From an optimization exercise on the open Yosys and OpenROAD flow, aimed at small area; shortcuts taken in it are not production practice.
Only simulation tests tie the RTL to the original design; equivalence was not proved.
Power figures rest on the tool's default switching activity, not on a simulated workload.

`flow/config.mk`:
```
export PLATFORM = sky130hd
export DESIGN_NAME = branch_predictor
export DESIGN_NICKNAME = branch_predictor
export VERILOG_FILES = /design/flow/design.v
export SDC_FILE = /design/flow/constraint.sdc
export NUM_CORES = 4
export LEC_CHECK = 0
export CAP_MARGIN = 20
export CORE_MARGIN = 2
export CORE_UTILIZATION = 45
export CTS_BUF_LIST = sky130_fd_sc_hd__clkbuf_8
export CTS_CLUSTER_DIAMETER = 60
export CTS_CLUSTER_SIZE = 14
export PLACE_DENSITY = 0.6
export SLEW_MARGIN = 20
export SYNTH_HIERARCHICAL = 1
```
`flow/constraint.sdc`:
```
create_clock -name core_clock -period 12.0 [get_ports {clk}]
set_input_delay 2.4000 -clock core_clock [delete_from_list [all_inputs] [get_ports {clk}]]
set_output_delay 2.4000 -clock core_clock [all_outputs]
set_load 0.01 [all_outputs]
```
`flow/design.v`:
```
package bp_pkg;
  typedef logic [1:0] bp_ctr_t;
  localparam bp_ctr_t BP_SNT = 2'b00;
  localparam bp_ctr_t BP_WNT = 2'b01;
  localparam bp_ctr_t BP_WT = 2'b10;
  localparam bp_ctr_t BP_ST = 2'b11;
  localparam bp_ctr_t BP_CTR_INIT = BP_WNT;
endpackage
module bp_sat_counter (
  input  bp_pkg::bp_ctr_t i_ctr,
  input  logic            i_taken,
  output bp_pkg::bp_ctr_t o_ctr
);
  always_comb o_ctr = i_taken ? ((i_ctr == bp_pkg::BP_ST) ? bp_pkg::BP_ST : i_ctr + 2'd1)
                              : ((i_ctr == bp_pkg::BP_SNT) ? bp_pkg::BP_SNT : i_ctr - 2'd1);
endmodule
module bp_aoi222 (
  input  logic a0, s0, a1, s1, a2, s2,
  output logic y
);
  assign y = ~((a0 & s0) | (a1 & s1) | (a2 & s2));
endmodule
module bp_sel64 (
  input  logic [63:0] d,
  input  logic [63:0] s,
  output logic        y
);
  logic [21:0] w_n;
  for (genvar g = 0; g < 21; g++) begin : g_aoi
    bp_aoi222 u_aoi (
      .a0(d[3*g]), .s0(s[3*g]), .a1(d[3*g+1]), .s1(s[3*g+1]),
      .a2(d[3*g+2]), .s2(s[3*g+2]), .y(w_n[g])
    );
  end
  assign w_n[21] = ~(d[63] & s[63]);
  assign y = ~&w_n;
endmodule
module branch_predictor #(
  parameter int INDEX_BITS = 6,
  parameter int XLEN = 32
) (
  input  logic            clk,
  input  logic            rst,
  input  logic [XLEN-1:0] fetch_pc,
  output logic            prediction,
  output logic [XLEN-1:0] pred_target,
  input  logic            upd_valid,
  input  logic [XLEN-1:0] upd_pc,
  input  logic            upd_taken,
  input  logic [XLEN-1:0] upd_target,
  input  logic            upd_mispredict
);
  localparam int N = 1 << INDEX_BITS;
  localparam int TW = XLEN - INDEX_BITS - 2;
  logic [N-1:0] r_valid, r_hi, r_lo;
  logic [TW-1:0] r_tag [N];
  logic [XLEN-1:0] r_target [N];
  logic [N-1:0] w_fsel, w_usel, w_uwr;
  logic [TW-1:0] w_ftag, w_utag;
  logic [XLEN-1:0] w_ftgt;
  logic w_fhi, w_uvalid, w_uhi, w_ulo, w_uhit, w_unused;
  bp_pkg::bp_ctr_t w_ctr_inc, w_ctr_new;
  always_comb
    for (int i = 0; i < N; i++) begin
      w_fsel[i] = (fetch_pc[INDEX_BITS+1:2] == i[INDEX_BITS-1:0]);
      w_usel[i] = upd_valid && (upd_pc[INDEX_BITS+1:2] == i[INDEX_BITS-1:0]);
      w_uwr[i] = w_usel[i] && upd_taken;
    end
  for (genvar b = 0; b < TW; b++) begin : g_tag
    logic [N-1:0] w_col;
    for (genvar i = 0; i < N; i++) begin : g_col
      assign w_col[i] = r_tag[i][b];
    end
    bp_sel64 u_fsel (.d(w_col), .s(w_fsel), .y(w_ftag[b]));
    bp_sel64 u_usel (.d(w_col), .s(w_usel), .y(w_utag[b]));
  end
  for (genvar b = 0; b < XLEN; b++) begin : g_tgt
    logic [N-1:0] w_col;
    for (genvar i = 0; i < N; i++) begin : g_col
      assign w_col[i] = r_target[i][b];
    end
    bp_sel64 u_fsel (.d(w_col), .s(w_fsel), .y(w_ftgt[b]));
  end
  bp_sel64 u_fhi (.d(r_hi), .s(w_fsel), .y(w_fhi));
  bp_sel64 u_uvalid (.d(r_valid), .s(w_usel), .y(w_uvalid));
  bp_sel64 u_uhi (.d(r_hi), .s(w_usel), .y(w_uhi));
  bp_sel64 u_ulo (.d(r_lo), .s(w_usel), .y(w_ulo));
  assign prediction = w_fhi && (w_ftag == fetch_pc[XLEN-1:INDEX_BITS+2]);
  assign pred_target = prediction ? w_ftgt : '0;
  assign w_uhit = w_uvalid && (w_utag == upd_pc[XLEN-1:INDEX_BITS+2]);
  assign w_unused = ^{fetch_pc[1:0], upd_pc[1:0], upd_mispredict};
  bp_sat_counter u_ctr (
    .i_ctr  ({w_uhi, w_ulo}),
    .i_taken(upd_taken),
    .o_ctr  (w_ctr_inc)
  );
  assign w_ctr_new = (upd_taken && !w_uhit) ? bp_pkg::BP_WT : w_ctr_inc;
  always_ff @(posedge clk or posedge rst)
    if (rst) begin
      r_valid <= '0;
      r_hi <= '0;
    end else
      for (int i = 0; i < N; i++) begin
        if (w_usel[i]) r_hi[i] <= w_ctr_new[1];
        if (w_uwr[i]) r_valid[i] <= 1'b1;
      end
  always_ff @(posedge clk)
    if (!rst)
      for (int i = 0; i < N; i++) begin
        if (w_usel[i]) r_lo[i] <= w_ctr_new[0];
        if (w_uwr[i]) begin
          r_tag[i] <= upd_pc[XLEN-1:INDEX_BITS+2];
          r_target[i] <= upd_target;
        end
      end
endmodule
```
`flow/run.sh`:
```
#!/bin/bash
# synth_recipe.tcl (not shown) runs the flow's synth.tcl, then flattens the netlist and writes it again
# the make line also repeats each setting of config.mk as NAME=value (left out here)
make -C /OpenROAD-flow-scripts/flow DESIGN_CONFIG=/design/flow/config.mk WORK_HOME=/design/flow/orfs CLKGATE_MAP_FILE= SYNTH_SCRIPT=/design/flow/synth_recipe.tcl finish
```
==> metrics.md, run 1 <==
| Metric | Value |
|---|---|
| Status | `finished clean` |
| Cell Pwr Density | `144 nW/um2` |
| Syn Inst Count | `approximately 7.1k` |
| Root buffer cell | `clkbuf_8` |
| CTS resizes | `0` |
| Wire length per cell | `38.7 um` |
| Rel. slew slack | `22.9%` |
| IO Pins | `134` |
| Final GP Congestion | `0.941` |
| Max VDD drop | `approximately 110 uV` |
| Overall die area | `314000 um2` |
| CORE AREA | `309000 um2` |
| Final Instance Count excl. Fillers | `between 10k and 15k` |
| Cell Rows | `204` |
| Post-synth EDFFs | `3648` |
| Syn_area_per_cell | `19.5 um2` |
| Max Cap Violations | `0` |
| Pre-antenna DRT Iters | `14` |
| DRC viols | `0` |
| Critical Path RT | `9600 ps` |
| Worst r2r src | `r_tag[48][1]$_DFFE_PP_` |
| Final wirelength | `465000 um` |
| TritonCTS clock tree | `built` |
| Design area | `about 150000 um2` |
| Final setup viols | `0` |
| Crit path cell chain | `clkdlybuf4s50_1 > nor2b_1 > nand3_1 > nor2_4 > a222oi_1 > nand4_1 > nor4_1 > nand2_1 > xnor2_1 > nand4_1 > or4_2 > buf_4 > nor3_2 > clkdlybuf4s50_1` |
| Via-to-Cell Ratio | `7.37` |
| Placed cells | `between 10k and 15k` |
| RR Endpoint | `r_lo[46]$_DFFE_PP_` |
| Worst Reg-to-Reg Cells | `9` |
| Worst Hold Launch | `r_valid[46]$_DFFE_PP0P_` |
| Final #Nets | `between 7k and 8k` |
| Pleak | `just under 50 nW` |
| Worst path arrival time | `8490 ps` |
| Fin. max-slew vios | `0` |
| End of the worst hold path | `r_valid[46]$_DFFE_PP0P_` |
| Area Growth Syn to Fin | `10.3%` |
| Share of layout cells above drive strength 1 | `11.8%` |
| Endpoint class of the critical path | `output pin` |
| Max Freq | `0.0918 GHz` |
| Post-DRT Antenna Nets | `0` |
| Fillers | `25.0k` |
| Flops & latches, synth | `3776` |
| CTS clk-pin slew, worst paths | `approximately 80 ps` |
| Clk sink count | `about 3.8k` |
| Port buffer count | `128` |
| First-pass GRT wire length | `643000 um` |
| Post-Synthesis Cell Area | `140000 um2` |
| Gr usage total | `28.5%` |
| Fin crit share | `between 90% and 100%` |
| Primary FF master, synth | `edfxtp_1` |
| DRT iter0 DRCs | `22.1k` |
| Initial Util | `45.2%` |
| Final setup TNS | `0 ps` |
| Vias in the first global route | `84.6k` |
| Mapped Nets | `7239` |
| Startpoint types | `input pin` |
| Hold Vio Cnt, Final | `0` |
| Die X | `about 560 um` |
| GRT Residual Overflow | `0` |
| Placed cell areas | `about 150000 um2` |
| Crit-path max FO | `33` |
| Register area share after synthesis | `80.8%` |
| Synth warnings | `10` |
| Vias | `88.6k` |
| CP peak stage delay | `870 ps` |
| Asr flop ratio synth | `3.39%` |
| Worst-margin pin slew | `~1200 ps` |
| RSZ-0062 raised after global routing | `false` |
| Hold Path Depth | `1` |
| Die Y | `561 um` |
| Setup bufs post-CTS | `0` |
| Min cycle time layout | `10890 ps` |
| Worst Hold Class | `flop to flop` |
| Largest net degree at the start of global routing | `70` |
| CTS buffer count | `317` |
| Largest buffer count on any clock path | `4` |
| Clock skew | `70.4 ps` |
| Clk latency of the worst-skew pair | `1030 ps` |
| H-tree level count | `5` |
| Setup CP Type | `input pin to output pin` |
| Hpwl dp | `270000 um` |
| Slowest cell on crit path | `nor4_1` |
| Initial antenna violation count | `8` |
| CP bufs+invs | `3` |
| Synth unique cells | `40` |
| R2R Setup Slk | `7420 ps` |
| Largest delay share family, worst path | `simple AND/OR/NAND/NOR gates` |
| Hold Buf Count CTS | `0` |
worst max path at each step:
stage | startpoint | to | cells past startpoint
floorplan | rst | r_tag[31][0]$_DFFE_PP_ | 3
finish | fetch_pc[2] | pred_target[8] | 14
global route | fetch_pc[6] | pred_target[8] | 13
CTS | fetch_pc[6] | pred_target[8] | 13
detailed placement | fetch_pc[6] | pred_target[8] | 13
global placement | fetch_pc[7] | pred_target[31] | 13
cells in the mapped netlist, types with 2 or more instances:
cell type / n / area, um2
inv_2: 2 / 7.51
and3b_1: 2 / 17.5
dfrtp_1: 128 / 3200
nor3_1: 69 / 345
a222oi_1: 1764 / 17700
mux2i_1: 64 / 641
a21o_1: 64 / 480
nor4b_2: 4 / 60.1
nor3_2: 28 / 280
buf_1: 6 / 22.5
nand2b_1: 2 / 12.5
buf_2: 14 / 70.1
a31oi_1: 64 / 400
edfxtp_1: 3648 / 110000
xnor2_1: 37 / 324
a211oi_1: 84 / 631
inv_1: 96 / 360
and4bb_2: 6 / 75.1
xor2_1: 11 / 96.3
nor4_1: 89 / 557
buf_8: 2 / 30.0
nand3_1: 92 / 460
nor2_1: 195 / 732
maj3_2: 2 / 22.5
or2_2: 2 / 12.5
clkbuf_1: 55 / 206
nand4_1: 346 / 2160
nor2b_1: 4 / 25.0
and4b_1: 4 / 40.0
nand2_1: 244 / 916
power by group:
part	internal, mW	switching [mW]	leakage, nW
clock	2.59	4.10	2.62
sequential	14.5	0.0595	34.5
combinational	0.215	0.695	11.1
layout by cell type (no fill, tap or decap), types with 3 or more instances in the layout:
master and instances:
nor2_1 66, nor3_1 68, nand4_1 346, nor3_2 29
inv_6 3, xnor2_1 37, and4bb_2 6, diode_2 6
clkinvlp_4 7, nor2_4 129, inv_2 5, nor4_2 6
clkinv_1 11, nor4b_2 4, a222oi_1 1764, a211oi_1 83
nand3_1 90, mux2i_1 64, clkdlybuf4s50_1 70, dfrtp_1 128
and4b_1 4, nor4_1 84, clkbuf_8 335, buf_2 35
a31oi_1 64, inv_1 111, nor2b_1 4, bufinv_16 3
nand2_1 243, a21o_1 64, xor2_1 11, edfxtp_1 3648
buf_4 344
through the flow:
step,util (%),total power [mW],hold slack [ps],setup slack [ps]
after global routing,49.8,22.7,476,1080
after floorplan,-,15.2,427,1680
after detailed placement,48.2,15.8,444,1190
after CTS,49.8,22.2,466,1160
final,49.8,22.2,462,1110
after global placement,48.2,15.7,437,1220
sequential cells by signal, summed over array words and instances, names as in the netlist:
signal and count:
r_target 2048, r_valid 64, r_tag 1536, r_lo 64
r_hi 64
per-layer routing:
layer,track usage (%),wire (um)
met1,39.9,168000
met2,42.3,205000
met4,14.8,28000
met3,5.87,63600
met5,0,51
per-module statistics from Yosys, one instance, submodules excluded:
module	flops+latches	times used	cells	area (um2)
bp_aoi222	0	1764	1	10.0
bp_sat_counter	0	1	3	26.3
bp_sel64	0	84	9	51.3
branch_predictor	3776	1	4615	118000
cell families (layout without fill, tap and decap cells):
logic type                 count (synthesis)  after routing  share of synthesized area [%]
other                                      0              6                              0
DFF                                     3776           3776                           80.8
and+or+nand+nor                         1094           1094                           4.14
AOI/OAI and AO/OA                       1977           1977                           13.7
xor gates and xnor gates                  48             48                          0.301
buffers and inverters                    177            932                          0.522
adders and majority gates                  2              2                         0.0161
muxes                                     64             64                          0.459
cell type report:
class	instances	area [um2]	area share, %
repair buffers	453	3530	2.30
well taps	4120	5150	3.35
clock inverters	46	300	0.195
clock buffers	335	4610	3.00
diodes	6	15.0	0.00976
flip-flops and latches	3776	113000	73.3
multi-input cells	3185	27100	17.6
inverters	98	370	0.241
==> run 2, diff against run 1 <==
==> flow/config.mk (replaced) <==
export PLATFORM = sky130hd
export DESIGN_NAME = branch_predictor
export DESIGN_NICKNAME = branch_predictor
export VERILOG_FILES = /design/flow/design.v
export SDC_FILE = /design/flow/constraint.sdc
export NUM_CORES = 4
export LEC_CHECK = 0
export CAP_MARGIN = 20
export CORE_MARGIN = 2
export CORE_UTILIZATION = 55
export PLACE_DENSITY = 0.65
export SLEW_MARGIN = 20
export SYNTH_HIERARCHICAL = 1
==> run 2 against run 1 <==
  * Synthesized area stayed put
  * Non-clock buffer count rose by 20
  * Combinational power is 3.0% higher
  * Design area up 4.1%
  * Still clean on timing, DRC and antenna
==> metrics.md, run 2 <==
| Metric | Value |
|---|---|
| Critical Path RT | `9600 ps (about the same)` |
| Mapped Nets | `7239 (unchanged)` |
| Die X | `508 um (was 561 um)` |
| Initial antenna violation count | `14 (was 8)` |
| Largest registers in the final layout | `r_target: 2048 flops, r_tag: 1536 flops (unchanged)` |
| Post-Synthesis Cell Area | `140000 um2 (unchanged)` |
| Gr usage total | `36.2% (was 28.5%)` |
| Overall die area | `258000 um2 (was 314000 um2)` |
| Tot Pwr | `27.1 mW (was 22.2 mW)` |
| Count leader, synth | `edfxtp_1 (unchanged)` |
| Primary FF master, synth | `edfxtp_1 (unchanged)` |
| R2R Setup Slk | `6950 ps (was 7420 ps)` |
| Syn_area_per_cell | `19.5 um2 (unchanged)` |
| CTS clk-pin slew, worst paths | `50 ps (was 80 ps)` |
| CORE AREA | `252000 um2 (was 309000 um2)` |
| Fillers | `17.4k (was 25.0k)` |
| Fin worst setup slack | `322 ps (was 1110 ps)` |
| CTS resizes | `0 (unchanged)` |
| Vias in the first global route | `88.6k (was 84.6k)` |
| Worst-margin pin slew | `1240 ps (was 1160 ps)` |
| Post-DRT Antenna Nets | `0 (unchanged)` |
| Final setup TNS | `0 ps (unchanged)` |
| Hold Buf Count CTS | `0 (unchanged)` |
| Area Growth Syn to Fin | `14.7% (was 10.3%)` |
| Port buffer count | `128 (unchanged)` |
| Fin. max-slew vios | `0 (unchanged)` |
| Status | `finished clean (unchanged)` |
| Worst path arrival time | `9280 ps (was 8490 ps)` |
| Flops & latches, synth | `3776 (unchanged)` |
| IO Pins | `134 (unchanged)` |
| Max Cap Violations | `0 (unchanged)` |
| Worst r2r src | `r_tag[36][19]$_DFFE_PP_ (was r_tag[48][1]$_DFFE_PP_)` |
| Cell Pwr Density | `169 nW/um2 (was 144 nW/um2)` |
| Initial Util | `55.4% (was 45.2%)` |
| Wire length per cell | `41.2 um (was 38.7 um)` |
| Post-synth EDFFs | `3648 (unchanged)` |
| RSZ-0062 raised after global routing | `false (unchanged)` |
| Setup bufs post-CTS | `0 (unchanged)` |
| Register area share after synthesis | `80.8% (unchanged)` |
| Final GP Congestion | `1.02 (was 0.941)` |
| Startpoint types | `input pin (unchanged)` |
| DRC viols | `0 (unchanged)` |
| Top cell type by total area after synthesis | `edfxtp_1 (unchanged)` |
| Syn Inst Count | `7138 (unchanged)` |
| Fin crit share | `97.3% (was 90.7%)` |
| Clk latency of the worst-skew pair | `970 ps (was 1030 ps)` |
| Yosys top cell area share | `78.5% (unchanged)` |
| Via-to-Cell Ratio | `7.92 (was 7.37)` |
| Vias | `91.6k (was 88.6k)` |
| Worst Hold Launch | `r_valid[63]$_DFFE_PP0P_ (was r_valid[46]$_DFFE_PP0P_)` |
| Placed cells | `10.9k (was 11.6k)` |
| Final Instance Count excl. Fillers | `11.6k (was 12.0k)` |
| Multi-input logic area | `27100 um2 (about the same)` |
| Share of layout cells above drive strength 1 | `13.5% (was 11.8%)` |
| Clock skew | `42.1 ps (was 70.4 ps)` |
| Hold Vio Cnt, Final | `0 (unchanged)` |
| Cell Rows | `184 (was 204)` |
| Worst Reg-to-Reg Cells | `9 (unchanged)` |
| Crit path cell chain | `clkdlybuf4s50_1 > nand2_1 > nor2_4 > buf_4 > a222oi_1 > nand4_1 > nor4_1 > nand2_1 > xnor2_1 > nand4_1 > or4_2 > buf_4 > nor3_2 > clkdlybuf4s50_1 (was clkdlybuf4s50_1 > nor2b_1 > nand3_1 > nor2_4 > a222oi_1 > nand4_1 > nor4_1 > nand2_1 > xnor2_1 > nand4_1 > or4_2 > buf_4 > nor3_2 > clkdlybuf4s50_1)` |
| H-tree level count | `5 (unchanged)` |
| Most frequent cells after synthesis | `3648 x edfxtp_1, 1764 x a222oi_1, 346 x nand4_1 (unchanged)` |
| Hpwl dp | `271000 um (was 270000 um)` |
| Most common cell after layout, fill and taps aside | `edfxtp_1 (unchanged)` |
| Endpoint class of the critical path | `output pin (unchanged)` |
| Synth top area cells | `edfxtp_1 79%, a222oi_1 13%, dfrtp_1 2.3% (unchanged)` |
| Max VDD drop | `149 uV (was 105 uV)` |
| Setup CP Type | `input pin to output pin (unchanged)` |
| RR Endpoint | `r_hi[46]$_DFFE_PP0N_ (was r_lo[46]$_DFFE_PP_)` |
| Die Y | `508 um (was 561 um)` |
| Largest buffer count on any clock path | `4 (unchanged)` |
| CP peak stage delay | `1070 ps (was 870 ps)` |
| Final #Nets | `8012 (was 7932)` |
| Root buffer cell | `clkbuf_16 (was clkbuf_8)` |
| Synth warnings | `10 (unchanged)` |
| CTS buffer count | `377 (was 317)` |
| Rel. slew slack | `16.9% (was 22.9%)` |
| Largest register FFs | `2048 (unchanged)` |
| Post-Place Worst Slack | `841 ps (was 1190 ps)` |
| Asr flop ratio synth | `3.39% (unchanged)` |
| Final wirelength | `477000 um (was 465000 um)` |
| GRT Residual Overflow | `0 (unchanged)` |
| Clk sink count | `3776 (unchanged)` |
| Most frequent cells in the layout | `3648 x edfxtp_1, 1764 x a222oi_1, 387 x clkbuf_16 (was 3648 x edfxtp_1, 1764 x a222oi_1, 346 x nand4_1)` |
| Largest net degree at the start of global routing | `70 (unchanged)` |
| Synth unique cells | `40 (unchanged)` |
| Pre-antenna DRT Iters | `12 (was 14)` |
| Slowest cell on crit path | `nor4_1 (unchanged)` |
| Crit-path max FO | `33 (unchanged)` |
| Register bank with the most flops | `r_target (unchanged)` |
| Hold Path Depth | `1 (unchanged)` |
| DRT iter0 DRCs | `23.0k (was 22.1k)` |
| TritonCTS clock tree | `built (unchanged)` |
| Final setup viols | `0 (unchanged)` |
| End of the worst hold path | `r_valid[63]$_DFFE_PP0P_ (was r_valid[46]$_DFFE_PP0P_)` |
| First-pass GRT wire length | `660000 um (was 643000 um)` |
| Worst Hold Class | `flop to flop (unchanged)` |
| Max Freq | `0.0856 GHz (was 0.0918 GHz)` |
| Min cycle time layout | `11680 ps (was 10890 ps)` |
| Pleak | `51.5 nW (was 48.2 nW)` |
| FF+latch area | `113000 um2 (unchanged)` |
run 2: changes by cell type in the layout (fill, tap and decap cells not counted), moves of 5 or more:
cell,change
buf_2,+7
bufinv_16,+36
buf_4,+12
clkinvlp_4,+5
clkbuf_16,+387
inv_1,-28
clkinv_2,+65
clkbuf_1,+67
clkbuf_8,-331
clkinv_1,+93
run 2: critical path: cells and delay by family:
family	cells	cell delay [ps]
AND/OR/NAND/NOR	8	4110
buffers and inverters	4	2090
AO/OA/AOI/OAI	1	330
XOR/XNOR	1	250
run 2: per-layer routing:
metal	part of all wire [%]	vias to the layer above	global-route usage, %
li1	-	35600	-
met1	33	45600	49.2
met2	43	8906	51.7
met3	16	1493	10.4
met4	7.7	16	23.4
met5	0.018	-	0
run 2: report_power, final:
| group | internal, mW | total (mW) | switching [mW] |
|---|---|---|---|
| combinational | 0.218 | 0.937 | 0.718 |
| sequential | 14.5 | 14.6 | 0.0606 |
| clock | 6.73 | 11.6 | 4.86 |
| total | 21.5 | 27.1 | 5.64 |
run 2: cell type report:
type / count / area share (%)
Antenna cell: 8 / 0.0125
Clock buffer: 458 / 6.24
Clock inverter: 216 / 1.24
Inverter: 98 / 0.231
Multi-Input combinational cell: 3185 / 16.9
Sequential cell: 3776 / 70.4
Tap cell: 3348 / 2.62
Timing Repair Buffer: 473 / 2.31
run 2: worst max path at each step:
stage | depth (start not counted) | from | to
after CTS | 14 | fetch_pc[6] | pred_target[1]
after global routing | 14 | fetch_pc[6] | pred_target[1]
after detailed placement | 14 | fetch_pc[6] | pred_target[1]
final | 14 | fetch_pc[7] | pred_target[1]
after floorplan | 3 | rst | r_tag[31][0]$_DFFE_PP_
after global placement | 14 | fetch_pc[6] | pred_target[29]
run 2: kinds of logic after synthesis:
family,Yosys count,synth area share (%)
flip-flops,3776,80.8
AO/OA/AOI/OAI,1977,13.7
AND/OR/NAND/NOR,1094,4.14
buffers and inverters,177,0.522
multiplexers,64,0.459
XOR/XNOR,48,0.301
adder cells (fa/ha/maj),2,0.0161
run 2: modules after synthesis, one instance, submodules excluded:
module	cell area, um2	cells	flops+latches	times used
bp_aoi222	10.0	1	0	1764
bp_sel64	51.3	9	0	84
branch_predictor	118000	4615	3776	1
bp_sat_counter	26.3	3	0	1
run 2: stage by stage:
stage	hold slack [ps]	utilization, %	instance area (um2)
finish	456	63.6	160000
global route	467	63.5	160000
CTS	457	63.5	160000
detailed placement	445	58.7	148000
global placement	437	58.7	148000
floorplan	427	-	140000

==> afterwards: timing with drivers on the ports <==
The results above use ideal ports. As a check the final layouts listed here were re-extracted and re-timed, cells and wires unchanged. Step 1: set_driving_cell puts a clkbuf_16 on clk and a buf_2 on each other input, an assumption about the parent block. Step 2 moves the port delays by t, midway between the first and last clock arrival at a register: inputs arrive t later, outputs are due t later. That takes back most of the time a late clock gives input paths. a / b / c = no drivers / after step 1 / after step 2; a / b = the first two.
run	t, ns	slack for setup (ns)	worst data-port slew with drivers (ns)
run 1	1.089	1.111 / 0.805 / 0.805	0.35
run 2	1.058	0.322 / 0.299 / 0.299	0.31
After both steps setup and hold are still met in every run listed. The setup slack of run 1, which loses most, moves by -0.306 ns with the drivers and by -0.306 ns with both steps.
